From an optimization exercise on the open Yosys and OpenROAD flow, aimed at small area, a short achievable clock period and few clock cycles; shortcuts taken in it are not production practice. The RTL of this run was laid out without a check of its function. Power figures rest on the tool's default switching activity, not on a simulated workload.

### flow/config.mk
export PLATFORM = sky130hd
export DESIGN_NAME = rtc_fields_to_epoch_seconds_unit
export DESIGN_NICKNAME = rtc_fields_to_epoch_seconds_unit
export VERILOG_FILES = /design/flow/design.v
export SDC_FILE = /design/flow/constraint.sdc
export NUM_CORES = 4
export LEC_CHECK = 0
export CAP_MARGIN = 20
export CORE_MARGIN = 2
export CORE_UTILIZATION = 40
export CTS_BUF_LIST = sky130_fd_sc_hd__clkbuf_8
export SETUP_SLACK_MARGIN = 3.5
export SLEW_MARGIN = 20
### flow/constraint.sdc
create_clock -name core_clock -period 8.0 [get_ports {clk}]
set_input_delay 1.6000 -clock core_clock [delete_from_list [all_inputs] [get_ports {clk}]]
set_output_delay 1.6000 -clock core_clock [all_outputs]
set_load 0.01 [all_outputs]
### flow/design.v
package rfes_pkg;
  localparam logic [11:0] EPOCH_YEAR    = 12'd1970;
  localparam logic [11:0] BASE_YEAR     = 12'd2000;
  localparam logic [16:0] SECS_PER_DAY  = 17'd86400;
  localparam logic [16:0] SECS_PER_HOUR = 17'd3600;
  localparam logic [16:0] SECS_PER_MIN  = 17'd60;
  localparam logic [16:0] SECS_PER_SEC  = 17'd1;
  localparam logic [1:0] EPOCH_MOD4   = 2'd2;
  localparam logic [6:0] EPOCH_MOD100 = 7'd70;
  localparam logic [8:0] EPOCH_MOD400 = 9'd370;
  localparam logic CFG_BCD_MODE  = 1'b0;
  localparam logic CFG_TWELVE_HR = 1'b1;
  typedef struct packed {
    logic [7:0] raw_seconds;
    logic [7:0] raw_minutes;
    logic [7:0] raw_hours;
    logic [7:0] raw_monthday;
    logic [7:0] raw_month;
    logic [7:0] raw_year;
  } rfes_in_t;
  typedef struct packed {
    logic [31:0] epoch_seconds;
    logic        field_error;
  } rfes_out_t;
  typedef struct packed {
    logic [7:0] sec;
    logic [7:0] min;
    logic [7:0] hr;
    logic [7:0] day;
    logic [3:0] mon_idx;
    logic       mon_ok;
    logic [7:0] yr;
    logic       err;
  } rfes_dec_t;
  typedef enum logic [3:0] {
    ST_IDLE,
    ST_YEARS,
    ST_DAY,
    ST_MUL_DAY,
    ST_MUL_HR,
    ST_MUL_MIN,
    ST_MUL_SEC,
    ST_LAST,
    ST_OUT
  } rfes_state_t;
  typedef enum logic [3:0] {
    OP_NONE,
    OP_LOAD,
    OP_YEAR,
    OP_MONTH,
    OP_DAY,
    OP_MUL_DAY,
    OP_MUL_HR,
    OP_MUL_MIN,
    OP_MUL_SEC,
    OP_LAST
  } rfes_op_t;
  typedef struct packed {
    rfes_op_t op;
  } rfes_ctrl_t;
  typedef struct packed {
    logic year_done;
  } rfes_stat_t;
  function automatic logic [7:0] bcd_decode(input logic [7:0] b, input logic bcd);
    logic [7:0] hi;
    hi = {4'b0000, b[7:4]};
    if (bcd) begin
      bcd_decode = (hi << 3) + (hi << 1) + {4'b0000, b[3:0]};
    end else begin
      bcd_decode = b;
    end
  endfunction
  function automatic logic [8:0] days_before_month(input logic [3:0] idx);
    case (idx)
      4'd0:    days_before_month = 9'd0;
      4'd1:    days_before_month = 9'd31;
      4'd2:    days_before_month = 9'd59;
      4'd3:    days_before_month = 9'd90;
      4'd4:    days_before_month = 9'd120;
      4'd5:    days_before_month = 9'd151;
      4'd6:    days_before_month = 9'd181;
      4'd7:    days_before_month = 9'd212;
      4'd8:    days_before_month = 9'd243;
      4'd9:    days_before_month = 9'd273;
      4'd10:   days_before_month = 9'd304;
      4'd11:   days_before_month = 9'd334;
      default: days_before_month = 9'd0;
    endcase
  endfunction
  function automatic logic [4:0] month_length(input logic [3:0] idx);
    case (idx)
      4'd1:              month_length = 5'd28;
      4'd3, 4'd5, 4'd8,
      4'd10:             month_length = 5'd30;
      default:           month_length = 5'd31;
    endcase
  endfunction
  function automatic logic [15:0] month_offset(input logic [3:0] mon, input logic leap);
    case ({mon, leap})
      5'd2: month_offset = 16'd10957;
      5'd3: month_offset = 16'd10956;
      5'd4: month_offset = 16'd10988;
      5'd5: month_offset = 16'd10987;
      5'd6: month_offset = 16'd11016;
      5'd7: month_offset = 16'd11016;
      5'd8: month_offset = 16'd11047;
      5'd9: month_offset = 16'd11047;
      5'd10: month_offset = 16'd11077;
      5'd11: month_offset = 16'd11077;
      5'd12: month_offset = 16'd11108;
      5'd13: month_offset = 16'd11108;
      5'd14: month_offset = 16'd11138;
      5'd15: month_offset = 16'd11138;
      5'd16: month_offset = 16'd11169;
      5'd17: month_offset = 16'd11169;
      5'd18: month_offset = 16'd11200;
      5'd19: month_offset = 16'd11200;
      5'd20: month_offset = 16'd11230;
      5'd21: month_offset = 16'd11230;
      5'd22: month_offset = 16'd11261;
      5'd23: month_offset = 16'd11261;
      5'd24: month_offset = 16'd11291;
      5'd25: month_offset = 16'd11291;
      default: month_offset = 16'd0;
    endcase
  endfunction
  function automatic logic gt8(input logic [7:0] x, input logic [7:0] c);
    logic g;
    g = 1'b0;
    for (int i = 0; i < 8; i++) begin
      g = c[i] ? (x[i] & g) : (x[i] | g);
    end
    gt8 = g;
  endfunction
  function automatic logic bcd_gt59(input logic [7:0] b);
    bcd_gt59 = gt8({4'd0, b[7:4]}, 8'd5) || ((b[7:4] == 4'd5) && gt8({4'd0, b[3:0]}, 8'd9));
  endfunction
  function automatic logic bcd_gt23(input logic [7:0] b);
    bcd_gt23 = gt8({4'd0, b[7:4]}, 8'd2) || ((b[7:4] == 4'd2) && gt8({4'd0, b[3:0]}, 8'd3)) ||
               ((b[7:4] == 4'd1) && gt8({4'd0, b[3:0]}, 8'd13));
  endfunction
  function automatic logic bcd_gt99(input logic [7:0] b);
    bcd_gt99 = gt8({4'd0, b[7:4]}, 8'd9) || ((b[7:4] == 4'd9) && gt8({4'd0, b[3:0]}, 8'd9));
  endfunction
  function automatic logic bcd_bad_1_12(input logic [6:0] b);
    bcd_bad_1_12 = gt8({5'd0, b[6:4]}, 8'd1) || ((b[6:4] == 3'd1) && gt8({4'd0, b[3:0]}, 8'd2)) ||
                   ((b[6:4] == 3'd0) && ((b[3:0] == 4'd0) || gt8({4'd0, b[3:0]}, 8'd12)));
  endfunction
  function automatic logic day_gt(input logic [7:0] b, input logic bcd, input logic [3:0] ml);
    if (bcd) begin
      day_gt = gt8({4'd0, b[7:4]}, 8'd3) ||
               ((b[7:4] == 4'd3) && (ml[0] || ml[1] || (ml[2] && (b[3:0] != 4'd0)) ||
                                     (ml[3] && gt8({4'd0, b[3:0]}, 8'd1)))) ||
               ((b[7:4] == 4'd2) && ((ml[0] && gt8({4'd0, b[3:0]}, 8'd8)) ||
                                     (ml[1] && gt8({4'd0, b[3:0]}, 8'd9)) ||
                                     (ml[2] && gt8({4'd0, b[3:0]}, 8'd10)) ||
                                     (ml[3] && gt8({4'd0, b[3:0]}, 8'd11))));
    end else begin
      day_gt = gt8(b, 8'd31) || (ml[0] && gt8(b, 8'd28)) || (ml[1] && gt8(b, 8'd29)) ||
               (ml[2] && gt8(b, 8'd30));
    end
  endfunction
  function automatic logic [4:0] hour12(input logic [3:0] h, input logic pm);
    case ({pm, h})
      5'h01: hour12 = 5'd1;
      5'h02: hour12 = 5'd2;
      5'h03: hour12 = 5'd3;
      5'h04: hour12 = 5'd4;
      5'h05: hour12 = 5'd5;
      5'h06: hour12 = 5'd6;
      5'h07: hour12 = 5'd7;
      5'h08: hour12 = 5'd8;
      5'h09: hour12 = 5'd9;
      5'h0a: hour12 = 5'd10;
      5'h0b: hour12 = 5'd11;
      5'h11: hour12 = 5'd13;
      5'h12: hour12 = 5'd14;
      5'h13: hour12 = 5'd15;
      5'h14: hour12 = 5'd16;
      5'h15: hour12 = 5'd17;
      5'h16: hour12 = 5'd18;
      5'h17: hour12 = 5'd19;
      5'h18: hour12 = 5'd20;
      5'h19: hour12 = 5'd21;
      5'h1a: hour12 = 5'd22;
      5'h1b: hour12 = 5'd23;
      5'h1c: hour12 = 5'd12;
      default: hour12 = 5'd0;
    endcase
  endfunction
endpackage
module rtc_fields_to_epoch_seconds_unit (
  input  logic      clk,
  input  logic      rst,
  input  logic      start,
  output logic      busy,
  input  rfes_pkg::rfes_in_t  fields,
  output logic      done,
  output rfes_pkg::rfes_out_t result,
  input  logic      cfg_write,
  input  logic      cfg_index,
  input  logic      cfg_data
);
  logic        bcd_mode;
  logic        twelve_hour_mode;
  always_ff @(posedge clk) begin
    if (rst) begin
      bcd_mode         <= 1'b1;
      twelve_hour_mode <= 1'b0;
    end else if (cfg_write) begin
      case (cfg_index)
        rfes_pkg::CFG_BCD_MODE:  bcd_mode         <= cfg_data;
        rfes_pkg::CFG_TWELVE_HR: twelve_hour_mode <= cfg_data;
        default:       bcd_mode         <= bcd_mode;
      endcase
    end
  end
  assign busy = 1'b0;
  logic [5:0]  sec6;
  logic [5:0]  min6;
  logic [4:0]  hv5;
  logic [4:0]  day5;
  logic [6:0]  yr7;
  logic [3:0]  mon4;
  logic [3:0]  h4;
  logic [4:0]  hr5;
  logic        leap;
  logic [3:0]  ml;
  logic [1:0]  fields_r;
  logic        err_sec, err_min, err_hr, err_day, err_mon, err_yr, err_all;
  logic t0;
  logic t1;
  logic t2;
  logic t3;
  logic t4;
  logic t5;
  logic t6;
  logic t7;
  logic t8;
  logic t9;
  logic t10;
  logic t11;
  logic t12;
  logic t13;
  logic t14;
  logic t15;
  logic t16;
  logic t17;
  logic t18;
  logic t19;
  logic t20;
  logic t21;
  logic t22;
  logic t23;
  logic t24;
  logic t25;
  logic t26;
  logic t27;
  logic t28;
  logic t29;
  logic t30;
  logic t31;
  logic t32;
  logic t33;
  logic t34;
  logic t35;
  logic t36;
  logic t37;
  logic t38;
  logic t39;
  logic t40;
  logic t41;
  logic t42;
  logic t43;
  logic t44;
  logic t45;
  logic t46;
  logic t47;
  logic t48;
  logic t49;
  logic t50;
  logic t51;
  logic t52;
  logic t53;
  logic t54;
  logic t55;
  logic t56;
  logic t57;
  logic t58;
  logic t59;
  logic t60;
  logic t61;
  logic t62;
  logic t63;
  logic t64;
  logic t65;
  logic t66;
  logic t67;
  logic t68;
  logic t69;
  logic t70;
  logic t71;
  logic t72;
  logic t73;
  logic t74;
  logic t75;
  logic t76;
  logic t77;
  logic t78;
  logic t79;
  logic t80;
  logic t81;
  logic t82;
  logic t83;
  logic t84;
  logic t85;
  logic t86;
  logic t87;
  logic t88;
  logic t89;
  logic t90;
  logic t91;
  logic t92;
  logic t93;
  logic t94;
  logic t95;
  logic t96;
  logic t97;
  logic t98;
  logic t99;
  logic t100;
  logic t101;
  logic t102;
  logic t103;
  logic t104;
  logic t105;
  logic t106;
  logic t107;
  logic t108;
  logic t109;
  logic t110;
  logic t111;
  logic t112;
  logic t113;
  logic t114;
  logic t115;
  logic t116;
  logic t117;
  logic t118;
  logic t119;
  logic t120;
  logic t121;
  logic t122;
  logic t123;
  logic t124;
  logic t125;
  logic t126;
  logic t127;
  logic t128;
  logic t129;
  logic t130;
  logic t131;
  logic t132;
  logic t133;
  logic t134;
  logic t135;
  logic t136;
  logic t137;
  logic t138;
  logic t139;
  logic t140;
  logic t141;
  logic t142;
  logic t143;
  logic t144;
  logic t145;
  logic t146;
  logic t147;
  logic t148;
  logic t149;
  logic t150;
  logic t151;
  logic t152;
  logic t153;
  logic t154;
  logic t155;
  logic t156;
  logic t157;
  logic t158;
  logic t159;
  logic t160;
  assign t0 = bcd_mode & fields.raw_seconds[4];
  assign t1 = bcd_mode & fields.raw_seconds[5];
  assign t2 = bcd_mode ? fields.raw_seconds[6] : fields.raw_seconds[4];
  assign t3 = ~bcd_mode & fields.raw_seconds[5];
  assign t4 = ~bcd_mode & fields.raw_seconds[6];
  assign t5 = fields.raw_seconds[3] ^ fields.raw_seconds[4];
  assign t6 = fields.raw_seconds[3] & fields.raw_seconds[4];
  assign t7 = fields.raw_seconds[5] ^ t3;
  assign t8 = fields.raw_seconds[5] & t3;
  assign t9 = fields.raw_seconds[6] ^ t4;
  assign t10 = fields.raw_seconds[6] & t4;
  assign t11 = fields.raw_seconds[1] ^ t0;
  assign t12 = fields.raw_seconds[2] ^ t1;
  assign t13 = t2 ^ t5;
  assign t14 = t7 ^ t6;
  assign t15 = t9 ^ t8;
  assign t16 = fields.raw_seconds[1] & t0;
  assign t17 = fields.raw_seconds[2] & t1;
  assign t18 = t2 & t5;
  assign t19 = t7 & t6;
  assign t20 = t9 & t8;
  assign t21 = t17 | (t12 & t16);
  assign t22 = t12 & t11;
  assign t23 = t19 | (t14 & t18);
  assign t24 = t14 & t13;
  assign t25 = t18 | (t13 & t21);
  assign t26 = t13 & t22;
  assign t27 = t23 | (t24 & t21);
  assign t28 = t24 & t22;
  assign t29 = t20 | (t15 & t27);
  assign t30 = t12 ^ t16;
  assign t31 = t13 ^ t21;
  assign t32 = t14 ^ t25;
  assign t33 = t15 ^ t27;
  assign t34 = bcd_mode & fields.raw_minutes[4];
  assign t35 = bcd_mode & fields.raw_minutes[5];
  assign t36 = bcd_mode ? fields.raw_minutes[6] : fields.raw_minutes[4];
  assign t37 = ~bcd_mode & fields.raw_minutes[5];
  assign t38 = ~bcd_mode & fields.raw_minutes[6];
  assign t39 = fields.raw_minutes[3] ^ fields.raw_minutes[4];
  assign t40 = fields.raw_minutes[3] & fields.raw_minutes[4];
  assign t41 = fields.raw_minutes[5] ^ t37;
  assign t42 = fields.raw_minutes[5] & t37;
  assign t43 = fields.raw_minutes[6] ^ t38;
  assign t44 = fields.raw_minutes[6] & t38;
  assign t45 = fields.raw_minutes[1] ^ t34;
  assign t46 = fields.raw_minutes[2] ^ t35;
  assign t47 = t36 ^ t39;
  assign t48 = t41 ^ t40;
  assign t49 = t43 ^ t42;
  assign t50 = fields.raw_minutes[1] & t34;
  assign t51 = fields.raw_minutes[2] & t35;
  assign t52 = t36 & t39;
  assign t53 = t41 & t40;
  assign t54 = t43 & t42;
  assign t55 = t51 | (t46 & t50);
  assign t56 = t46 & t45;
  assign t57 = t53 | (t48 & t52);
  assign t58 = t48 & t47;
  assign t59 = t52 | (t47 & t55);
  assign t60 = t47 & t56;
  assign t61 = t57 | (t58 & t55);
  assign t62 = t58 & t56;
  assign t63 = t54 | (t49 & t61);
  assign t64 = t46 ^ t50;
  assign t65 = t47 ^ t55;
  assign t66 = t48 ^ t59;
  assign t67 = t49 ^ t61;
  assign t68 = bcd_mode & fields.raw_hours[4];
  assign t69 = bcd_mode & fields.raw_hours[5];
  assign t70 = ~bcd_mode & fields.raw_hours[4];
  assign t71 = ~bcd_mode & fields.raw_hours[5];
  assign t72 = fields.raw_hours[3] ^ fields.raw_hours[4];
  assign t73 = fields.raw_hours[3] & fields.raw_hours[4];
  assign t74 = fields.raw_hours[5] ^ t71;
  assign t75 = fields.raw_hours[5] & t71;
  assign t76 = fields.raw_hours[1] ^ t68;
  assign t77 = fields.raw_hours[2] ^ t69;
  assign t78 = t70 ^ t72;
  assign t79 = t74 ^ t73;
  assign t80 = fields.raw_hours[1] & t68;
  assign t81 = fields.raw_hours[2] & t69;
  assign t82 = t70 & t72;
  assign t83 = t74 & t73;
  assign t84 = t81 | (t77 & t80);
  assign t85 = t77 & t76;
  assign t86 = t83 | (t79 & t82);
  assign t87 = t82 | (t78 & t84);
  assign t88 = t78 & t85;
  assign t89 = t86 | (t79 & t84);
  assign t90 = t77 ^ t80;
  assign t91 = t78 ^ t84;
  assign t92 = t79 ^ t87;
  assign t93 = bcd_mode & fields.raw_monthday[4];
  assign t94 = bcd_mode & fields.raw_monthday[5];
  assign t95 = ~bcd_mode & fields.raw_monthday[4];
  assign t96 = ~bcd_mode & fields.raw_monthday[5];
  assign t97 = fields.raw_monthday[3] ^ fields.raw_monthday[4];
  assign t98 = fields.raw_monthday[3] & fields.raw_monthday[4];
  assign t99 = fields.raw_monthday[5] ^ t96;
  assign t100 = fields.raw_monthday[5] & t96;
  assign t101 = fields.raw_monthday[1] ^ t93;
  assign t102 = fields.raw_monthday[2] ^ t94;
  assign t103 = t95 ^ t97;
  assign t104 = t99 ^ t98;
  assign t105 = fields.raw_monthday[1] & t93;
  assign t106 = fields.raw_monthday[2] & t94;
  assign t107 = t95 & t97;
  assign t108 = t99 & t98;
  assign t109 = t106 | (t102 & t105);
  assign t110 = t102 & t101;
  assign t111 = t108 | (t104 & t107);
  assign t112 = t107 | (t103 & t109);
  assign t113 = t103 & t110;
  assign t114 = t111 | (t104 & t109);
  assign t115 = t102 ^ t105;
  assign t116 = t103 ^ t109;
  assign t117 = t104 ^ t112;
  assign t118 = bcd_mode & fields.raw_year[4];
  assign t119 = bcd_mode & fields.raw_year[5];
  assign t120 = bcd_mode ? fields.raw_year[6] : fields.raw_year[4];
  assign t121 = bcd_mode ? fields.raw_year[7] : fields.raw_year[5];
  assign t122 = ~bcd_mode & fields.raw_year[6];
  assign t123 = ~bcd_mode & fields.raw_year[7];
  assign t124 = fields.raw_year[3] ^ fields.raw_year[4];
  assign t125 = fields.raw_year[3] & fields.raw_year[4];
  assign t126 = fields.raw_year[5] ^ t121;
  assign t127 = fields.raw_year[5] & t121;
  assign t128 = fields.raw_year[6] ^ t122;
  assign t129 = fields.raw_year[6] & t122;
  assign t130 = fields.raw_year[7] ^ t123;
  assign t131 = fields.raw_year[7] & t123;
  assign t132 = fields.raw_year[1] ^ t118;
  assign t133 = fields.raw_year[2] ^ t119;
  assign t134 = t120 ^ t124;
  assign t135 = t126 ^ t125;
  assign t136 = t128 ^ t127;
  assign t137 = t130 ^ t129;
  assign t138 = fields.raw_year[1] & t118;
  assign t139 = fields.raw_year[2] & t119;
  assign t140 = t120 & t124;
  assign t141 = t126 & t125;
  assign t142 = t128 & t127;
  assign t143 = t130 & t129;
  assign t144 = t139 | (t133 & t138);
  assign t145 = t133 & t132;
  assign t146 = t141 | (t135 & t140);
  assign t147 = t135 & t134;
  assign t148 = t143 | (t137 & t142);
  assign t149 = t140 | (t134 & t144);
  assign t150 = t134 & t145;
  assign t151 = t146 | (t147 & t144);
  assign t152 = t147 & t145;
  assign t153 = t142 | (t136 & t151);
  assign t154 = t136 & t152;
  assign t155 = t148 | (t137 & t151);
  assign t156 = t133 ^ t138;
  assign t157 = t134 ^ t144;
  assign t158 = t135 ^ t149;
  assign t159 = t136 ^ t151;
  assign t160 = t137 ^ t153;
  assign sec6 = {t33, t32, t31, t30, t11, fields.raw_seconds[0]};
  assign min6 = {t67, t66, t65, t64, t45, fields.raw_minutes[0]};
  assign hv5 = {t92, t91, t90, t76, fields.raw_hours[0]};
  assign day5 = {t117, t116, t115, t101, fields.raw_monthday[0]};
  assign yr7 = {t160, t159, t158, t157, t156, t132, fields.raw_year[0]};
  always_comb begin
    err_sec = bcd_mode ? rfes_pkg::bcd_gt59(fields.raw_seconds) : rfes_pkg::gt8(fields.raw_seconds, 8'd59);
    err_min = bcd_mode ? rfes_pkg::bcd_gt59(fields.raw_minutes) : rfes_pkg::gt8(fields.raw_minutes, 8'd59);
    if (twelve_hour_mode) begin
      err_hr = bcd_mode ? rfes_pkg::bcd_bad_1_12(fields.raw_hours[6:0]) :
                          ((fields.raw_hours[6:0] == 7'd0) ||
                           rfes_pkg::gt8({1'b0, fields.raw_hours[6:0]}, 8'd12));
    end else begin
      err_hr = bcd_mode ? rfes_pkg::bcd_gt23(fields.raw_hours) : rfes_pkg::gt8(fields.raw_hours, 8'd23);
    end
    err_mon = bcd_mode ? (rfes_pkg::bcd_bad_1_12(fields.raw_month[6:0]) || fields.raw_month[7]) :
                         ((fields.raw_month == 8'd0) || rfes_pkg::gt8(fields.raw_month, 8'd12));
    err_yr  = bcd_mode ? rfes_pkg::bcd_gt99(fields.raw_year) : rfes_pkg::gt8(fields.raw_year, 8'd99);
  end
  always_comb begin
    if (bcd_mode && fields.raw_month[4]) begin
      mon4 = {1'b1, fields.raw_month[1], ~fields.raw_month[1], fields.raw_month[0]};
    end else begin
      mon4 = fields.raw_month[3:0];
    end
    if (bcd_mode && fields.raw_hours[4]) begin
      h4 = {1'b1, fields.raw_hours[1], ~fields.raw_hours[1], fields.raw_hours[0]};
    end else begin
      h4 = fields.raw_hours[3:0];
    end
    hr5 = twelve_hour_mode ? rfes_pkg::hour12(h4, fields.raw_hours[7]) : hv5;
    if (bcd_mode) begin
      leap = !fields.raw_year[0] && (fields.raw_year[1] == fields.raw_year[4]);
    end else begin
      leap = (fields.raw_year[1:0] == 2'b00);
    end
    ml[0] = (mon4 == 4'd2) && !leap;
    ml[1] = (mon4 == 4'd2) && leap;
    ml[2] = (mon4 == 4'd4) || (mon4 == 4'd6) || (mon4 == 4'd9) || (mon4 == 4'd11);
    ml[3] = !(ml[0] || ml[1] || ml[2]);
    err_day = (fields.raw_monthday == 8'd0) || rfes_pkg::day_gt(fields.raw_monthday, bcd_mode, ml);
    err_all = err_sec || err_min || err_hr || err_day || err_mon || err_yr;
    if (bcd_mode) begin
      fields_r = {fields.raw_year[1] ^ fields.raw_year[4], fields.raw_year[0]};
    end else begin
      fields_r = fields.raw_year[1:0];
    end
  end
  logic        v_q;
  logic        err_q;
  logic [4:0]  q_q;
  logic [1:0]  r_q;
  logic [3:0]  mon_q;
  logic [4:0]  day_q;
  logic [4:0]  hr_q;
  logic [5:0]  min_q;
  logic [5:0]  sec_q;
  logic        leap_q;
  always_ff @(posedge clk) begin
    if (rst) begin
      v_q <= 1'b0;
    end else begin
      v_q <= start;
    end
  end
  always_ff @(posedge clk) begin
    err_q <= err_all;
    q_q   <= yr7[6:2];
    r_q   <= fields_r;
    mon_q <= mon4;
    day_q <= day5;
    hr_q  <= hr5;
    min_q <= min6;
    sec_q <= sec6;
    leap_q <= leap;
  end
  logic [31:0] epoch;
  logic [31:0] tab;
  always_comb begin
    case (mon_q)
      4'd1: tab = leap_q ? 32'd676164100 : 32'd676250500;
      4'd2: tab = leap_q ? 32'd678842500 : 32'd678928900;
      4'd3: tab = 32'd681348100;
      4'd4: tab = 32'd684026500;
      4'd5: tab = 32'd686618500;
      4'd6: tab = 32'd689296900;
      4'd7: tab = 32'd691888900;
      4'd8: tab = 32'd694567300;
      4'd9: tab = 32'd697245700;
      4'd10: tab = 32'd699837700;
      4'd11: tab = 32'd702516100;
      4'd12: tab = 32'd705108100;
      default: tab = 32'd0;
    endcase
  end
  logic t161;
  logic t162;
  logic t163;
  logic t164;
  logic t165;
  logic t166;
  logic t167;
  logic t168;
  logic t169;
  logic t170;
  logic t171;
  logic t172;
  logic t173;
  logic t174;
  logic t175;
  logic t176;
  logic t177;
  logic t178;
  logic t179;
  logic t180;
  logic t181;
  logic t182;
  logic t183;
  logic t184;
  logic t185;
  logic t186;
  logic t187;
  logic t188;
  logic t189;
  logic t190;
  logic t191;
  logic t192;
  logic t193;
  logic t194;
  logic t195;
  logic t196;
  logic t197;
  logic t198;
  logic t199;
  logic t200;
  logic t201;
  logic t202;
  logic t203;
  logic t204;
  logic t205;
  logic t206;
  logic t207;
  logic t208;
  logic t209;
  logic t210;
  logic t211;
  logic t212;
  logic t213;
  logic t214;
  logic t215;
  logic t216;
  logic t217;
  logic t218;
  logic t219;
  logic t220;
  logic t221;
  logic t222;
  logic t223;
  logic t224;
  logic t225;
  logic t226;
  logic t227;
  logic t228;
  logic t229;
  logic t230;
  logic t231;
  logic t232;
  logic t233;
  logic t234;
  logic t235;
  logic t236;
  logic t237;
  logic t238;
  logic t239;
  logic t240;
  logic t241;
  logic t242;
  logic t243;
  logic t244;
  logic t245;
  logic t246;
  logic t247;
  logic t248;
  logic t249;
  logic t250;
  logic t251;
  logic t252;
  logic t253;
  logic t254;
  logic t255;
  logic t256;
  logic t257;
  logic t258;
  logic t259;
  logic t260;
  logic t261;
  logic t262;
  logic t263;
  logic t264;
  logic t265;
  logic t266;
  logic t267;
  logic t268;
  logic t269;
  logic t270;
  logic t271;
  logic t272;
  logic t273;
  logic t274;
  logic t275;
  logic t276;
  logic t277;
  logic t278;
  logic t279;
  logic t280;
  logic t281;
  logic t282;
  logic t283;
  logic t284;
  logic t285;
  logic t286;
  logic t287;
  logic t288;
  logic t289;
  logic t290;
  logic t291;
  logic t292;
  logic t293;
  logic t294;
  logic t295;
  logic t296;
  logic t297;
  logic t298;
  logic t299;
  logic t300;
  logic t301;
  logic t302;
  logic t303;
  logic t304;
  logic t305;
  logic t306;
  logic t307;
  logic t308;
  logic t309;
  logic t310;
  logic t311;
  logic t312;
  logic t313;
  logic t314;
  logic t315;
  logic t316;
  logic t317;
  logic t318;
  logic t319;
  logic t320;
  logic t321;
  logic t322;
  logic t323;
  logic t324;
  logic t325;
  logic t326;
  logic t327;
  logic t328;
  logic t329;
  logic t330;
  logic t331;
  logic t332;
  logic t333;
  logic t334;
  logic t335;
  logic t336;
  logic t337;
  logic t338;
  logic t339;
  logic t340;
  logic t341;
  logic t342;
  logic t343;
  logic t344;
  logic t345;
  logic t346;
  logic t347;
  logic t348;
  logic t349;
  logic t350;
  logic t351;
  logic t352;
  logic t353;
  logic t354;
  logic t355;
  logic t356;
  logic t357;
  logic t358;
  logic t359;
  logic t360;
  logic t361;
  logic t362;
  logic t363;
  logic t364;
  logic t365;
  logic t366;
  logic t367;
  logic t368;
  logic t369;
  logic t370;
  logic t371;
  logic t372;
  logic t373;
  logic t374;
  logic t375;
  logic t376;
  logic t377;
  logic t378;
  logic t379;
  logic t380;
  logic t381;
  logic t382;
  logic t383;
  logic t384;
  logic t385;
  logic t386;
  logic t387;
  logic t388;
  logic t389;
  logic t390;
  logic t391;
  logic t392;
  logic t393;
  logic t394;
  logic t395;
  logic t396;
  logic t397;
  logic t398;
  logic t399;
  logic t400;
  logic t401;
  logic t402;
  logic t403;
  logic t404;
  logic t405;
  logic t406;
  logic t407;
  logic t408;
  logic t409;
  logic t410;
  logic t411;
  logic t412;
  logic t413;
  logic t414;
  logic t415;
  logic t416;
  logic t417;
  logic t418;
  logic t419;
  logic t420;
  logic t421;
  logic t422;
  logic t423;
  logic t424;
  logic t425;
  logic t426;
  logic t427;
  logic t428;
  logic t429;
  logic t430;
  logic t431;
  logic t432;
  logic t433;
  logic t434;
  logic t435;
  assign t161 = ~q_q[0] ^ day_q[0];
  assign t162 = ~q_q[0] & day_q[0];
  assign t163 = ~q_q[1] ^ day_q[1] ^ day_q[0];
  assign t164 = (~q_q[1] & day_q[1]) | (day_q[0] & (~q_q[1] ^ day_q[1]));
  assign t165 = ~q_q[2] ^ day_q[2];
  assign t166 = ~q_q[2] & day_q[2];
  assign t167 = ~q_q[3] ^ day_q[3] ^ day_q[2];
  assign t168 = (~q_q[3] & day_q[3]) | (day_q[2] & (~q_q[3] ^ day_q[3]));
  assign t169 = ~q_q[4] ^ day_q[4] ^ day_q[3];
  assign t170 = (~q_q[4] & day_q[4]) | (day_q[3] & (~q_q[4] ^ day_q[4]));
  assign t171 = day_q[4] ^ day_q[0];
  assign t172 = day_q[4] & day_q[0];
  assign t173 = q_q[0] ^ day_q[1];
  assign t174 = q_q[0] & day_q[1];
  assign t175 = q_q[1] ^ day_q[2];
  assign t176 = q_q[1] & day_q[2];
  assign t177 = q_q[2] ^ day_q[3];
  assign t178 = q_q[2] & day_q[3];
  assign t179 = q_q[3] ^ day_q[4] ^ day_q[2];
  assign t180 = (q_q[3] & day_q[4]) | (day_q[2] & (q_q[3] ^ day_q[4]));
  assign t181 = q_q[4] ^ ~q_q[0];
  assign t182 = q_q[4] & ~q_q[0];
  assign t183 = hr_q[3] ^ ~min_q[5] ^ min_q[1];
  assign t184 = (hr_q[3] & ~min_q[5]) | (min_q[1] & (hr_q[3] ^ ~min_q[5]));
  assign t185 = hr_q[4] ^ min_q[2] ^ ~r_q[1];
  assign t186 = (hr_q[4] & min_q[2]) | (~r_q[1] & (hr_q[4] ^ min_q[2]));
  assign t187 = t162 ^ t163;
  assign t188 = t162 & t163;
  assign t189 = day_q[1] ^ ~hr_q[0] ^ min_q[3];
  assign t190 = (day_q[1] & ~hr_q[0]) | (min_q[3] & (day_q[1] ^ ~hr_q[0]));
  assign t191 = t165 ^ t164 ^ tab[9];
  assign t192 = (t165 & t164) | (tab[9] & (t165 ^ t164));
  assign t193 = ~hr_q[1] ^ min_q[4] ^ r_q[0];
  assign t194 = (~hr_q[1] & min_q[4]) | (r_q[0] & (~hr_q[1] ^ min_q[4]));
  assign t195 = t166 ^ t167 ^ tab[10];
  assign t196 = (t166 & t167) | (tab[10] & (t166 ^ t167));
  assign t197 = ~hr_q[2] ^ min_q[5] ^ r_q[1];
  assign t198 = (~hr_q[2] & min_q[5]) | (r_q[1] & (~hr_q[2] ^ min_q[5]));
  assign t199 = t169 ^ t168 ^ tab[11];
  assign t200 = (t169 & t168) | (tab[11] & (t169 ^ t168));
  assign t201 = ~hr_q[3] ^ hr_q[0] ^ ~r_q[0];
  assign t202 = (~hr_q[3] & hr_q[0]) | (~r_q[0] & (~hr_q[3] ^ hr_q[0]));
  assign t203 = t171 ^ t170 ^ tab[12];
  assign t204 = (t171 & t170) | (tab[12] & (t171 ^ t170));
  assign t205 = ~hr_q[4] ^ hr_q[1] ^ ~r_q[1];
  assign t206 = (~hr_q[4] & hr_q[1]) | (~r_q[1] & (~hr_q[4] ^ hr_q[1]));
  assign t207 = t173 ^ t172 ^ tab[13];
  assign t208 = (t173 & t172) | (tab[13] & (t173 ^ t172));
  assign t209 = day_q[0] ^ hr_q[2] ^ r_q[0];
  assign t210 = (day_q[0] & hr_q[2]) | (r_q[0] & (day_q[0] ^ hr_q[2]));
  assign t211 = t175 ^ t174 ^ tab[14];
  assign t212 = (t175 & t174) | (tab[14] & (t175 ^ t174));
  assign t213 = day_q[1] ^ hr_q[3] ^ r_q[1];
  assign t214 = (day_q[1] & hr_q[3]) | (r_q[1] & (day_q[1] ^ hr_q[3]));
  assign t215 = t177 ^ t176 ^ tab[15];
  assign t216 = (t177 & t176) | (tab[15] & (t177 ^ t176));
  assign t217 = day_q[0] ^ hr_q[4] ^ r_q[0];
  assign t218 = (day_q[0] & hr_q[4]) | (r_q[0] & (day_q[0] ^ hr_q[4]));
  assign t219 = t178 ^ t179 ^ tab[16];
  assign t220 = (t178 & t179) | (tab[16] & (t178 ^ t179));
  assign t221 = day_q[3] ^ day_q[1] ^ r_q[1];
  assign t222 = (day_q[3] & day_q[1]) | (r_q[1] & (day_q[3] ^ day_q[1]));
  assign t223 = t181 ^ t180 ^ tab[17];
  assign t224 = (t181 & t180) | (tab[17] & (t181 ^ t180));
  assign t225 = ~q_q[1] ^ day_q[4] ^ day_q[2];
  assign t226 = (~q_q[1] & day_q[4]) | (day_q[2] & (~q_q[1] ^ day_q[4]));
  assign t227 = 1'b1 ^ t182;
  assign t228 = 1'b1 & t182;
  assign t229 = ~q_q[2] ^ q_q[0] ^ day_q[3];
  assign t230 = (~q_q[2] & q_q[0]) | (day_q[3] & (~q_q[2] ^ q_q[0]));
  assign t231 = ~q_q[3] ^ q_q[1];
  assign t232 = ~q_q[3] & q_q[1];
  assign t233 = ~q_q[4] ^ q_q[2];
  assign t234 = ~q_q[4] & q_q[2];
  assign t235 = ~r_q[0] ^ t161;
  assign t236 = ~r_q[0] & t161;
  assign t237 = t185 ^ t184 ^ tab[8];
  assign t238 = (t185 & t184) | (tab[8] & (t185 ^ t184));
  assign t239 = t189 ^ t186 ^ t188;
  assign t240 = (t189 & t186) | (t188 & (t189 ^ t186));
  assign t241 = t193 ^ t190 ^ t195;
  assign t242 = (t193 & t190) | (t195 & (t193 ^ t190));
  assign t243 = t197 ^ t194 ^ t199;
  assign t244 = (t197 & t194) | (t199 & (t197 ^ t194));
  assign t245 = t201 ^ t198 ^ t203;
  assign t246 = (t201 & t198) | (t203 & (t201 ^ t198));
  assign t247 = t205 ^ t202 ^ t207;
  assign t248 = (t205 & t202) | (t207 & (t205 ^ t202));
  assign t249 = t209 ^ t206 ^ t211;
  assign t250 = (t209 & t206) | (t211 & (t209 ^ t206));
  assign t251 = t213 ^ t210 ^ t215;
  assign t252 = (t213 & t210) | (t215 & (t213 ^ t210));
  assign t253 = t217 ^ t214 ^ t219;
  assign t254 = (t217 & t214) | (t219 & (t217 ^ t214));
  assign t255 = t221 ^ t218 ^ t223;
  assign t256 = (t221 & t218) | (t223 & (t221 ^ t218));
  assign t257 = t225 ^ t222 ^ t227;
  assign t258 = (t225 & t222) | (t227 & (t225 ^ t222));
  assign t259 = t229 ^ t226 ^ t228;
  assign t260 = (t229 & t226) | (t228 & (t229 ^ t226));
  assign t261 = day_q[4] ^ t231 ^ t230;
  assign t262 = (day_q[4] & t231) | (t230 & (day_q[4] ^ t231));
  assign t263 = ~r_q[0] ^ t233 ^ t232;
  assign t264 = (~r_q[0] & t233) | (t232 & (~r_q[0] ^ t233));
  assign t265 = q_q[3] ^ ~r_q[1] ^ t234;
  assign t266 = (q_q[3] & ~r_q[1]) | (t234 & (q_q[3] ^ ~r_q[1]));
  assign t267 = q_q[4] ^ ~q_q[0];
  assign t268 = q_q[4] & ~q_q[0];
  assign t269 = ~min_q[0] ^ sec_q[2];
  assign t270 = ~min_q[0] & sec_q[2];
  assign t271 = ~min_q[1] ^ sec_q[3];
  assign t272 = ~min_q[1] & sec_q[3];
  assign t273 = hr_q[0] ^ ~min_q[2] ^ sec_q[4];
  assign t274 = (hr_q[0] & ~min_q[2]) | (sec_q[4] & (hr_q[0] ^ ~min_q[2]));
  assign t275 = hr_q[1] ^ ~min_q[3] ^ sec_q[5];
  assign t276 = (hr_q[1] & ~min_q[3]) | (sec_q[5] & (hr_q[1] ^ ~min_q[3]));
  assign t277 = hr_q[2] ^ ~min_q[4] ^ min_q[0];
  assign t278 = (hr_q[2] & ~min_q[4]) | (min_q[0] & (hr_q[2] ^ ~min_q[4]));
  assign t279 = t183 ^ t235 ^ tab[7];
  assign t280 = (t183 & t235) | (tab[7] & (t183 ^ t235));
  assign t281 = t236 ^ t187 ^ t237;
  assign t282 = (t236 & t187) | (t237 & (t236 ^ t187));
  assign t283 = t191 ^ t238 ^ t239;
  assign t284 = (t191 & t238) | (t239 & (t191 ^ t238));
  assign t285 = t192 ^ t240 ^ t241;
  assign t286 = (t192 & t240) | (t241 & (t192 ^ t240));
  assign t287 = t196 ^ t243 ^ t242;
  assign t288 = (t196 & t243) | (t242 & (t196 ^ t243));
  assign t289 = t200 ^ t245 ^ t244;
  assign t290 = (t200 & t245) | (t244 & (t200 ^ t245));
  assign t291 = t204 ^ t247 ^ t246;
  assign t292 = (t204 & t247) | (t246 & (t204 ^ t247));
  assign t293 = t208 ^ t249 ^ t248;
  assign t294 = (t208 & t249) | (t248 & (t208 ^ t249));
  assign t295 = t212 ^ t251 ^ t250;
  assign t296 = (t212 & t251) | (t250 & (t212 ^ t251));
  assign t297 = t216 ^ t253 ^ t252;
  assign t298 = (t216 & t253) | (t252 & (t216 ^ t253));
  assign t299 = t220 ^ t255 ^ t254;
  assign t300 = (t220 & t255) | (t254 & (t220 ^ t255));
  assign t301 = t257 ^ t224 ^ t256;
  assign t302 = (t257 & t224) | (t256 & (t257 ^ t224));
  assign t303 = tab[19] ^ t259 ^ t258;
  assign t304 = (tab[19] & t259) | (t258 & (tab[19] ^ t259));
  assign t305 = tab[20] ^ t261 ^ t260;
  assign t306 = (tab[20] & t261) | (t260 & (tab[20] ^ t261));
  assign t307 = tab[21] ^ t263 ^ t262;
  assign t308 = (tab[21] & t263) | (t262 & (tab[21] ^ t263));
  assign t309 = tab[22] ^ t265 ^ t264;
  assign t310 = (tab[22] & t265) | (t264 & (tab[22] ^ t265));
  assign t311 = t267 ^ tab[23] ^ t266;
  assign t312 = (t267 & tab[23]) | (t266 & (t267 ^ tab[23]));
  assign t313 = ~q_q[1] ^ t268 ^ tab[24];
  assign t314 = (~q_q[1] & t268) | (tab[24] & (~q_q[1] ^ t268));
  assign t315 = ~q_q[2] ^ r_q[0] ^ tab[25];
  assign t316 = (~q_q[2] & r_q[0]) | (tab[25] & (~q_q[2] ^ r_q[0]));
  assign t317 = ~q_q[3] ^ r_q[1];
  assign t318 = ~q_q[3] & r_q[1];
  assign t319 = ~q_q[4] ^ q_q[0] ^ 1'b1;
  assign t320 = (~q_q[4] & q_q[0]) | (1'b1 & (~q_q[4] ^ q_q[0]));
  assign t321 = 1'b1 ^ t269;
  assign t322 = t271 ^ t270;
  assign t323 = t273 ^ t272;
  assign t324 = t275 ^ t274;
  assign t325 = t277 ^ t276;
  assign t326 = t279 ^ t278;
  assign t327 = t281 ^ t280;
  assign t328 = t283 ^ t282;
  assign t329 = t285 ^ t284;
  assign t330 = t287 ^ t286;
  assign t331 = t289 ^ t288;
  assign t332 = t291 ^ t290;
  assign t333 = t293 ^ t292;
  assign t334 = t295 ^ t294;
  assign t335 = t297 ^ t296;
  assign t336 = t299 ^ t298;
  assign t337 = 1'b0 ^ 1'b0;
  assign t338 = 1'b1 & t269;
  assign t339 = t271 & t270;
  assign t340 = t273 & t272;
  assign t341 = t275 & t274;
  assign t342 = t277 & t276;
  assign t343 = t279 & t278;
  assign t344 = t281 & t280;
  assign t345 = t283 & t282;
  assign t346 = t285 & t284;
  assign t347 = t287 & t286;
  assign t348 = t289 & t288;
  assign t349 = t291 & t290;
  assign t350 = t293 & t292;
  assign t351 = t295 & t294;
  assign t352 = t297 & t296;
  assign t353 = t299 & t298;
  assign t354 = 1'b0 & 1'b0;
  assign t355 = t339 | (t322 & t338);
  assign t356 = t322 & t321;
  assign t357 = t341 | (t324 & t340);
  assign t358 = t324 & t323;
  assign t359 = t343 | (t326 & t342);
  assign t360 = t326 & t325;
  assign t361 = t345 | (t328 & t344);
  assign t362 = t328 & t327;
  assign t363 = t347 | (t330 & t346);
  assign t364 = t330 & t329;
  assign t365 = t349 | (t332 & t348);
  assign t366 = t332 & t331;
  assign t367 = t351 | (t334 & t350);
  assign t368 = t334 & t333;
  assign t369 = t353 | (t336 & t352);
  assign t370 = t336 & t335;
  assign t371 = t340 | (t323 & t355);
  assign t372 = t323 & t356;
  assign t373 = t357 | (t358 & t355);
  assign t374 = t358 & t356;
  assign t375 = t344 | (t327 & t359);
  assign t376 = t327 & t360;
  assign t377 = t361 | (t362 & t359);
  assign t378 = t362 & t360;
  assign t379 = t348 | (t331 & t363);
  assign t380 = t331 & t364;
  assign t381 = t365 | (t366 & t363);
  assign t382 = t366 & t364;
  assign t383 = t352 | (t335 & t367);
  assign t384 = t335 & t368;
  assign t385 = t369 | (t370 & t367);
  assign t386 = t370 & t368;
  assign t387 = t342 | (t325 & t373);
  assign t388 = t325 & t374;
  assign t389 = t359 | (t360 & t373);
  assign t390 = t360 & t374;
  assign t391 = t375 | (t376 & t373);
  assign t392 = t376 & t374;
  assign t393 = t377 | (t378 & t373);
  assign t394 = t378 & t374;
  assign t395 = t350 | (t333 & t381);
  assign t396 = t333 & t382;
  assign t397 = t367 | (t368 & t381);
  assign t398 = t368 & t382;
  assign t399 = t383 | (t384 & t381);
  assign t400 = t384 & t382;
  assign t401 = t385 | (t386 & t381);
  assign t402 = t386 & t382;
  assign t403 = t346 | (t329 & t393);
  assign t404 = t329 & t394;
  assign t405 = t363 | (t364 & t393);
  assign t406 = t364 & t394;
  assign t407 = t379 | (t380 & t393);
  assign t408 = t380 & t394;
  assign t409 = t381 | (t382 & t393);
  assign t410 = t382 & t394;
  assign t411 = t395 | (t396 & t393);
  assign t412 = t396 & t394;
  assign t413 = t397 | (t398 & t393);
  assign t414 = t398 & t394;
  assign t415 = t399 | (t400 & t393);
  assign t416 = t400 & t394;
  assign t417 = t401 | (t402 & t393);
  assign t418 = t402 & t394;
  assign t419 = t354 | (t337 & t417);
  assign t420 = t322 ^ t338;
  assign t421 = t323 ^ t355;
  assign t422 = t324 ^ t371;
  assign t423 = t325 ^ t373;
  assign t424 = t326 ^ t387;
  assign t425 = t327 ^ t389;
  assign t426 = t328 ^ t391;
  assign t427 = t329 ^ t393;
  assign t428 = t330 ^ t403;
  assign t429 = t331 ^ t405;
  assign t430 = t332 ^ t407;
  assign t431 = t333 ^ t409;
  assign t432 = t334 ^ t411;
  assign t433 = t335 ^ t413;
  assign t434 = t336 ^ t415;
  assign t435 = t337 ^ t417;
  logic        v2_q;
  logic        err2_q;
  logic        lo_q_0;
  logic        lo_q_1;
  logic        lo_q_2;
  logic        lo_q_3;
  logic        lo_q_4;
  logic        lo_q_5;
  logic        lo_q_6;
  logic        lo_q_7;
  logic        lo_q_8;
  logic        lo_q_9;
  logic        lo_q_10;
  logic        lo_q_11;
  logic        lo_q_12;
  logic        lo_q_13;
  logic        lo_q_14;
  logic        lo_q_15;
  logic        lo_q_16;
  logic        lo_q_17;
  logic        cy_q;
  logic        cs0_q_18;
  logic        cs1_q_18;
  logic        cs0_q_19;
  logic        cs1_q_19;
  logic        cs0_q_20;
  logic        cs1_q_20;
  logic        cs0_q_21;
  logic        cs1_q_21;
  logic        cs0_q_22;
  logic        cs1_q_22;
  logic        cs0_q_23;
  logic        cs1_q_23;
  logic        cs0_q_24;
  logic        cs1_q_24;
  logic        cs0_q_25;
  logic        cs1_q_25;
  logic        cs0_q_26;
  logic        cs1_q_26;
  logic        cs0_q_27;
  logic        cs1_q_27;
  logic        cs0_q_28;
  logic        cs1_q_28;
  logic        cs0_q_29;
  logic        cs1_q_29;
  logic        cs0_q_30;
  logic        cs0_q_31;
  always_ff @(posedge clk) begin
    if (rst) begin
      v2_q <= 1'b0;
    end else begin
      v2_q <= v_q;
    end
  end
  always_ff @(posedge clk) begin
    err2_q <= err_q;
    lo_q_0 <= sec_q[0];
    lo_q_1 <= sec_q[1];
    lo_q_2 <= t321;
    lo_q_3 <= t420;
    lo_q_4 <= t421;
    lo_q_5 <= t422;
    lo_q_6 <= t423;
    lo_q_7 <= t424;
    lo_q_8 <= t425;
    lo_q_9 <= t426;
    lo_q_10 <= t427;
    lo_q_11 <= t428;
    lo_q_12 <= t429;
    lo_q_13 <= t430;
    lo_q_14 <= t431;
    lo_q_15 <= t432;
    lo_q_16 <= t433;
    lo_q_17 <= t434;
    cy_q <= t435;
    cs0_q_18 <= t301;
    cs1_q_18 <= t300;
    cs0_q_19 <= t303;
    cs1_q_19 <= t302;
    cs0_q_20 <= t305;
    cs1_q_20 <= t304;
    cs0_q_21 <= t307;
    cs1_q_21 <= t306;
    cs0_q_22 <= t309;
    cs1_q_22 <= t308;
    cs0_q_23 <= t311;
    cs1_q_23 <= t310;
    cs0_q_24 <= t313;
    cs1_q_24 <= t312;
    cs0_q_25 <= t315;
    cs1_q_25 <= t314;
    cs0_q_26 <= t317;
    cs1_q_26 <= t316;
    cs0_q_27 <= t319;
    cs1_q_27 <= t318;
    cs0_q_28 <= q_q[1];
    cs1_q_28 <= t320;
    cs0_q_29 <= q_q[2];
    cs1_q_29 <= 1'b1;
    cs0_q_30 <= q_q[3];
    cs0_q_31 <= q_q[4];
  end
  logic t436;
  logic t437;
  logic t438;
  logic t439;
  logic t440;
  logic t441;
  logic t442;
  logic t443;
  logic t444;
  logic t445;
  logic t446;
  logic t447;
  logic t448;
  logic t449;
  logic t450;
  logic t451;
  logic t452;
  logic t453;
  logic t454;
  logic t455;
  logic t456;
  logic t457;
  logic t458;
  logic t459;
  logic t460;
  logic t461;
  logic t462;
  logic t463;
  logic t464;
  logic t465;
  logic t466;
  logic t467;
  logic t468;
  logic t469;
  logic t470;
  logic t471;
  logic t472;
  logic t473;
  logic t474;
  logic t475;
  logic t476;
  logic t477;
  logic t478;
  logic t479;
  logic t480;
  logic t481;
  logic t482;
  logic t483;
  logic t484;
  logic t485;
  logic t486;
  logic t487;
  logic t488;
  logic t489;
  logic t490;
  logic t491;
  logic t492;
  logic t493;
  logic t494;
  logic t495;
  logic t496;
  logic t497;
  logic t498;
  logic t499;
  logic t500;
  logic t501;
  logic t502;
  logic t503;
  logic t504;
  logic t505;
  logic t506;
  logic t507;
  logic t508;
  logic t509;
  logic t510;
  logic t511;
  logic t512;
  logic t513;
  logic t514;
  logic t515;
  logic t516;
  logic t517;
  logic t518;
  logic t519;
  logic t520;
  logic t521;
  logic t522;
  logic t523;
  logic t524;
  logic t525;
  logic t526;
  logic t527;
  logic t528;
  logic t529;
  logic t530;
  logic t531;
  logic t532;
  assign t436 = cy_q ^ cy_q;
  assign t437 = cs0_q_18 ^ cs1_q_18;
  assign t438 = cs0_q_19 ^ cs1_q_19;
  assign t439 = cs0_q_20 ^ cs1_q_20;
  assign t440 = cs0_q_21 ^ cs1_q_21;
  assign t441 = cs0_q_22 ^ cs1_q_22;
  assign t442 = cs0_q_23 ^ cs1_q_23;
  assign t443 = cs0_q_24 ^ cs1_q_24;
  assign t444 = cs0_q_25 ^ cs1_q_25;
  assign t445 = cs0_q_26 ^ cs1_q_26;
  assign t446 = cs0_q_27 ^ cs1_q_27;
  assign t447 = cs0_q_28 ^ cs1_q_28;
  assign t448 = cs0_q_29 ^ cs1_q_29;
  assign t449 = cs0_q_30 ^ 1'b0;
  assign t450 = cs0_q_31 ^ 1'b0;
  assign t451 = cy_q & cy_q;
  assign t452 = cs0_q_18 & cs1_q_18;
  assign t453 = cs0_q_19 & cs1_q_19;
  assign t454 = cs0_q_20 & cs1_q_20;
  assign t455 = cs0_q_21 & cs1_q_21;
  assign t456 = cs0_q_22 & cs1_q_22;
  assign t457 = cs0_q_23 & cs1_q_23;
  assign t458 = cs0_q_24 & cs1_q_24;
  assign t459 = cs0_q_25 & cs1_q_25;
  assign t460 = cs0_q_26 & cs1_q_26;
  assign t461 = cs0_q_27 & cs1_q_27;
  assign t462 = cs0_q_28 & cs1_q_28;
  assign t463 = cs0_q_29 & cs1_q_29;
  assign t464 = cs0_q_30 & 1'b0;
  assign t465 = cs0_q_31 & 1'b0;
  assign t466 = t452 | (t437 & t451);
  assign t467 = t437 & t436;
  assign t468 = t454 | (t439 & t453);
  assign t469 = t439 & t438;
  assign t470 = t456 | (t441 & t455);
  assign t471 = t441 & t440;
  assign t472 = t458 | (t443 & t457);
  assign t473 = t443 & t442;
  assign t474 = t460 | (t445 & t459);
  assign t475 = t445 & t444;
  assign t476 = t462 | (t447 & t461);
  assign t477 = t447 & t446;
  assign t478 = t464 | (t449 & t463);
  assign t479 = t449 & t448;
  assign t480 = t453 | (t438 & t466);
  assign t481 = t438 & t467;
  assign t482 = t468 | (t469 & t466);
  assign t483 = t469 & t467;
  assign t484 = t457 | (t442 & t470);
  assign t485 = t442 & t471;
  assign t486 = t472 | (t473 & t470);
  assign t487 = t473 & t471;
  assign t488 = t461 | (t446 & t474);
  assign t489 = t446 & t475;
  assign t490 = t476 | (t477 & t474);
  assign t491 = t477 & t475;
  assign t492 = t465 | (t450 & t478);
  assign t493 = t455 | (t440 & t482);
  assign t494 = t440 & t483;
  assign t495 = t470 | (t471 & t482);
  assign t496 = t471 & t483;
  assign t497 = t484 | (t485 & t482);
  assign t498 = t485 & t483;
  assign t499 = t486 | (t487 & t482);
  assign t500 = t487 & t483;
  assign t501 = t463 | (t448 & t490);
  assign t502 = t448 & t491;
  assign t503 = t478 | (t479 & t490);
  assign t504 = t479 & t491;
  assign t505 = t492 | (t450 & t490);
  assign t506 = t459 | (t444 & t499);
  assign t507 = t444 & t500;
  assign t508 = t474 | (t475 & t499);
  assign t509 = t475 & t500;
  assign t510 = t488 | (t489 & t499);
  assign t511 = t489 & t500;
  assign t512 = t490 | (t491 & t499);
  assign t513 = t491 & t500;
  assign t514 = t501 | (t502 & t499);
  assign t515 = t502 & t500;
  assign t516 = t503 | (t504 & t499);
  assign t517 = t504 & t500;
  assign t518 = t505 | (t450 & t499);
  assign t519 = t437 ^ t451;
  assign t520 = t438 ^ t466;
  assign t521 = t439 ^ t480;
  assign t522 = t440 ^ t482;
  assign t523 = t441 ^ t493;
  assign t524 = t442 ^ t495;
  assign t525 = t443 ^ t497;
  assign t526 = t444 ^ t499;
  assign t527 = t445 ^ t506;
  assign t528 = t446 ^ t508;
  assign t529 = t447 ^ t510;
  assign t530 = t448 ^ t512;
  assign t531 = t449 ^ t514;
  assign t532 = t450 ^ t516;
  assign epoch = {t532, t531, t530, t529, t528, t527, t526, t525, t524, t523, t522, t521, t520, t519, lo_q_17, lo_q_16, lo_q_15, lo_q_14, lo_q_13, lo_q_12, lo_q_11, lo_q_10, lo_q_9, lo_q_8, lo_q_7, lo_q_6, lo_q_5, lo_q_4, lo_q_3, lo_q_2, lo_q_1, lo_q_0};
  assign done   = v2_q;
  assign result = {epoch, err2_q};
endmodule
### flow/flow/run.sh
#!/bin/bash
# Standard layout, with the port buffers made of the smallest buffer cell and
# Yosys's generic fine-grained ABC pass skipped, so that the adders written as
# gates reach full-adder extraction as written.
set -euo pipefail
bash standard.sh SYNTH_ARGS=-noabc BUFFER_PORTS_ARGS="-buffer_cell sky130_fd_sc_hd__buf_1" finish > standard_flow.log 2>&1
### flow/standard.sh
#!/bin/bash
# synth_recipe.tcl (not shown) runs the flow's synth.tcl, then flattens the netlist and writes it again
# the make line also repeats each setting of config.mk as NAME=value (left out here)
make -C /OpenROAD-flow-scripts/flow DESIGN_CONFIG=/design/flow/config.mk WORK_HOME=/design/flow/orfs CLKGATE_MAP_FILE= SYNTH_SCRIPT=/design/flow/synth_recipe.tcl "${@:-finish}"
==> run notes <==
## cells in the final DEF, fill, tap and decap left out, types with 7 or more instances in the layout
cell type	instances
dfxtp_1	80
nor2_1	26
a21oi_1	28
a21o_1	13
fa_1	82
o21ai_0	30
a31oi_1	8
clkbuf_8	11
and2_1	7
inv_1	82
ha_1	58
nand2_1	30
o211ai_1	7
xnor2_1	18
xor2_1	17
nor3_1	10
nor2b_1	10
nand3_1	7
buf_1	87
## worst max path at each step
stage | endpoint | slack, ps
3_5_place_dp | lo_q_17 | 3440
3_3_place_gp | lo_q_17 | 3550
4_1_cts | lo_q_17 | 3570
5_1_grt | lo_q_17 | 3500
6_report | result[27] | 3650
2_1_floorplan | lo_q_17 | 4130
## cell usage after synthesis, types with 3 or more instances
cell,n,share of area [%]
o21ai_0,30,2.3
a21oi_1,28,2.2
o211ai_1,7,0.81
nand2b_1,6,0.58
nor4_1,5,0.48
and2_1,7,0.67
xnor2_1,18,2.4
dfxtp_1,84,26
a22oi_1,3,0.35
fa_1,82,25
buf_4,34,3.9
o22ai_1,3,0.29
a31oi_1,8,0.77
a21o_1,13,1.5
nor2b_1,10,0.96
or2_2,3,0.29
nor3_1,10,0.77
clkbuf_1,11,0.64
mux2_2,4,0.69
inv_1,82,4.7
a211oi_1,3,0.35
ha_1,58,11
nand3b_1,3,0.35
o311ai_0,4,0.54
nand2_1,31,1.8
o21bai_1,4,0.46
nand3_1,7,0.54
nor2_1,26,1.5
xor2_1,17,2.3
## worst max-delay path: cells and delay by family, from the launching register on
family | cells | cell delay, ps
AO/OA/AOI/OAI | 3 | 570
XOR/XNOR | 1 | 130
adder cells (fa/ha/maj) | 2 | 860
AND/OR/NAND/NOR | 1 | 310
buffers and inverters | 1 | 160
flip-flops | 1 | 330
## flip-flops by register name, indices dropped and copies added, names as in the netlist, 2 cells and up
signal / flops
hr_q: 5
r_q: 2
sec_q: 6
q_q: 5
mon_q: 4
day_q: 5
min_q: 6
## per-layer routing
metal / track usage (%) / wire (microns) / vias to the layer above
met5: 0 / 0 / -
met3: 2.66 / 619 / 19
met2: 26.6 / 6240 / 123
met1: 21.3 / 6420 / 2165
li1: - / - / 2203
met4: 7.55 / 302 / 0
## kinds of logic after synthesis
logic type / Yosys count / share of synthesized area (%)
AOI/OAI and AO/OA: 127 / 13.1
muxes: 6 / 1.00
buffers and inverters: 131 / 9.68
other: 1 / 0.0577
adders and majority gates: 140 / 36.4
DFF: 84 / 25.9
xor gates and xnor gates: 35 / 4.72
and+or+nand+nor: 117 / 9.14
## what timing repair did
item,4_1_cts,5_1_grt
resized for setup,2,5
buffers inserted,0,0
setup endpoints to repair,2,2
## report_power, final
part | switching [mW] | total [mW] | internal (mW)
registers | 0.0899 | 0.691 | 0.601
clock network | 0.165 | 0.299 | 0.134
logic | 1.30 | 2.39 | 1.09
total | 1.55 | 3.38 | 1.83
## metrics by stage
step	total power [mW]	setup slack [ps]	cell area, sq um	hold WS [ps]
3_5_place_dp	3.11	3440	6790	313
6_report	3.38	3650	6990	335
4_1_cts	3.43	3570	6980	338
3_3_place_gp	3.05	3550	6790	317
2_1_floorplan	2.66	4130	6500	310
5_1_grt	3.73	3500	6990	340
## final cells by class
type | instances | share of cell area (%)
Timing Repair Buffer | 88 | 4.78
Inverter | 83 | 4.45
Multi-Input combinational cell | 426 | 59.9
Tap cell | 216 | 3.86
Clock inverter | 5 | 0.608
Sequential cell | 84 | 24.2
Clock buffer | 11 | 2.16
==> summary.txt <==
cells after synthesis = 641
initial antenna violation count = 0
most frequent CP cell = fa_1
global route overflow = 0
Die W = 131 microns
CTS tree = built
Async S/R FF share, synth = 0%
TritonCTS buffer count = 9
syn nets = 835
actual slew at the worst max-slew pin = 659 ps
clk slew on worst S/H paths = 90 ps
drt first pass iters = 4
clk buf depth = 2
PortBufs = 87
Avg Inst Size Synth = 10.1 sq um
die area = 0.0173 sq mm
final setup violation count = 0
CORE AREA = 0.0159 sq mm
Vias/cell = 4.94
max_cap viols = 0
pin count of the biggest net entering global routing = 27
LEAKAGE = 3.16 nW
CP Data Arrival Time = 2750 ps
area of the multi-input gates = 0.00419 sq mm
worst reg2reg endpoint = lo_q_17
Crit. End Element = output port
crit-path cells = fa_1 -> a211o_1 -> o211ai_1 -> a21oi_1 -> or2_2 -> fa_1 -> xor2_1 -> buf_1
Min-Delay Startpoint = sec_q[0]
first-pass GRT wire length = 22,400 microns
Hold Buf Count CTS = 0
period utilisation layout = 54.3%
number of synthesized flops with an enable pin = 0
PD cells = 483 mW/mm^2
status = finished clean
WHS Path Cells = 0
WS Path Type = register to output port
worst r2r path cells = 16
Ys Warns = 1
Clock Latency Late Sink = 380 ps
clk root buf = clkbuf_8
Util after Layout = 44.0%
placed cell count = 897
Initial Util = 40.9%
fillers = 1,605
Final Critical Period = 4350 ps
HP Class = register to register
CP Data Required Time = 6400 ps
DR vias = 4,510
wire per inst = 14.9 microns
Fin Setup TNS = 0 ps
R2R Setup Slk = 3730 ps
DR iter-0 viols = 137
final WL = 13,600 microns
fin cells = 913
# IOs = 89
Final Max Tran Viols = 0
Setup Skew = 18.3 ps
gr usage total = 16.3%
Register Area = 0.00169 sq mm
Hold Path End = lo_q_0
share of layout cells above drive strength 1 = 5.74%
Fmax = 0.230 GHz
Primary FF master, synth = dfxtp_1
Worst Setup Start Kind = register
CP max stage delay = 480 ps
Crit Path Max Fanout = 3
number of global-route vias before repair = 4,659
CTS Sinks = 84
Slew HR = 55.5%
antenna cells = 0
Seq/Total Area, Yosys = 25.9%
number of synthesized register bits = 84
drc violations = 0
Netlist cell types = 61
slowest CP cell = fa_1
# H-tree levels = 3
Die H = 131 microns
nets = 886
cell area after synthesis = 0.00650 sq mm
FF-to-FF Start = mon_q[0]
RD Place Congestion = 0.876
RSZ-0062 raised after global routing = yes
DPL Wire Length = 11,500 microns
row count = 46
Critical Path Source = cy_q
area growth from synthesis to layout = 7.58%
Final Hold Viols = 0
Max VDD drop = 0.281 mV
post-route antenna net violation count = 0

static timing again, ports no longer ideal:
The results above use ideal ports. As a check the final layout listed here was re-extracted and re-timed, cells and wires unchanged.
Step 1 sets driving cells, clkbuf_16 on the clock port and buf_2 on the other inputs (assumed; they add their load-dependent delay and slew).
Step 2, shift: input delay + t, output delay - t, t = (earliest + latest rising clock arrival at the registers) / 2. This alone moves slack from input paths to output paths.
a / b / c = ideal ports / drivers / drivers and shift; a / b = the first two.
t, ns: 0.409
setup WS [ns]: 3.654 / 3.617 / 3.728
worst setup path at the end: register to register
latest minus earliest clock arrival (ns): 0.018 / 0.018
cell pins on the clock port's net: 1
After both steps setup and hold are still met in this run. The setup slack of this run moves by -0.037 ns with the drivers and by +0.074 ns with both steps.
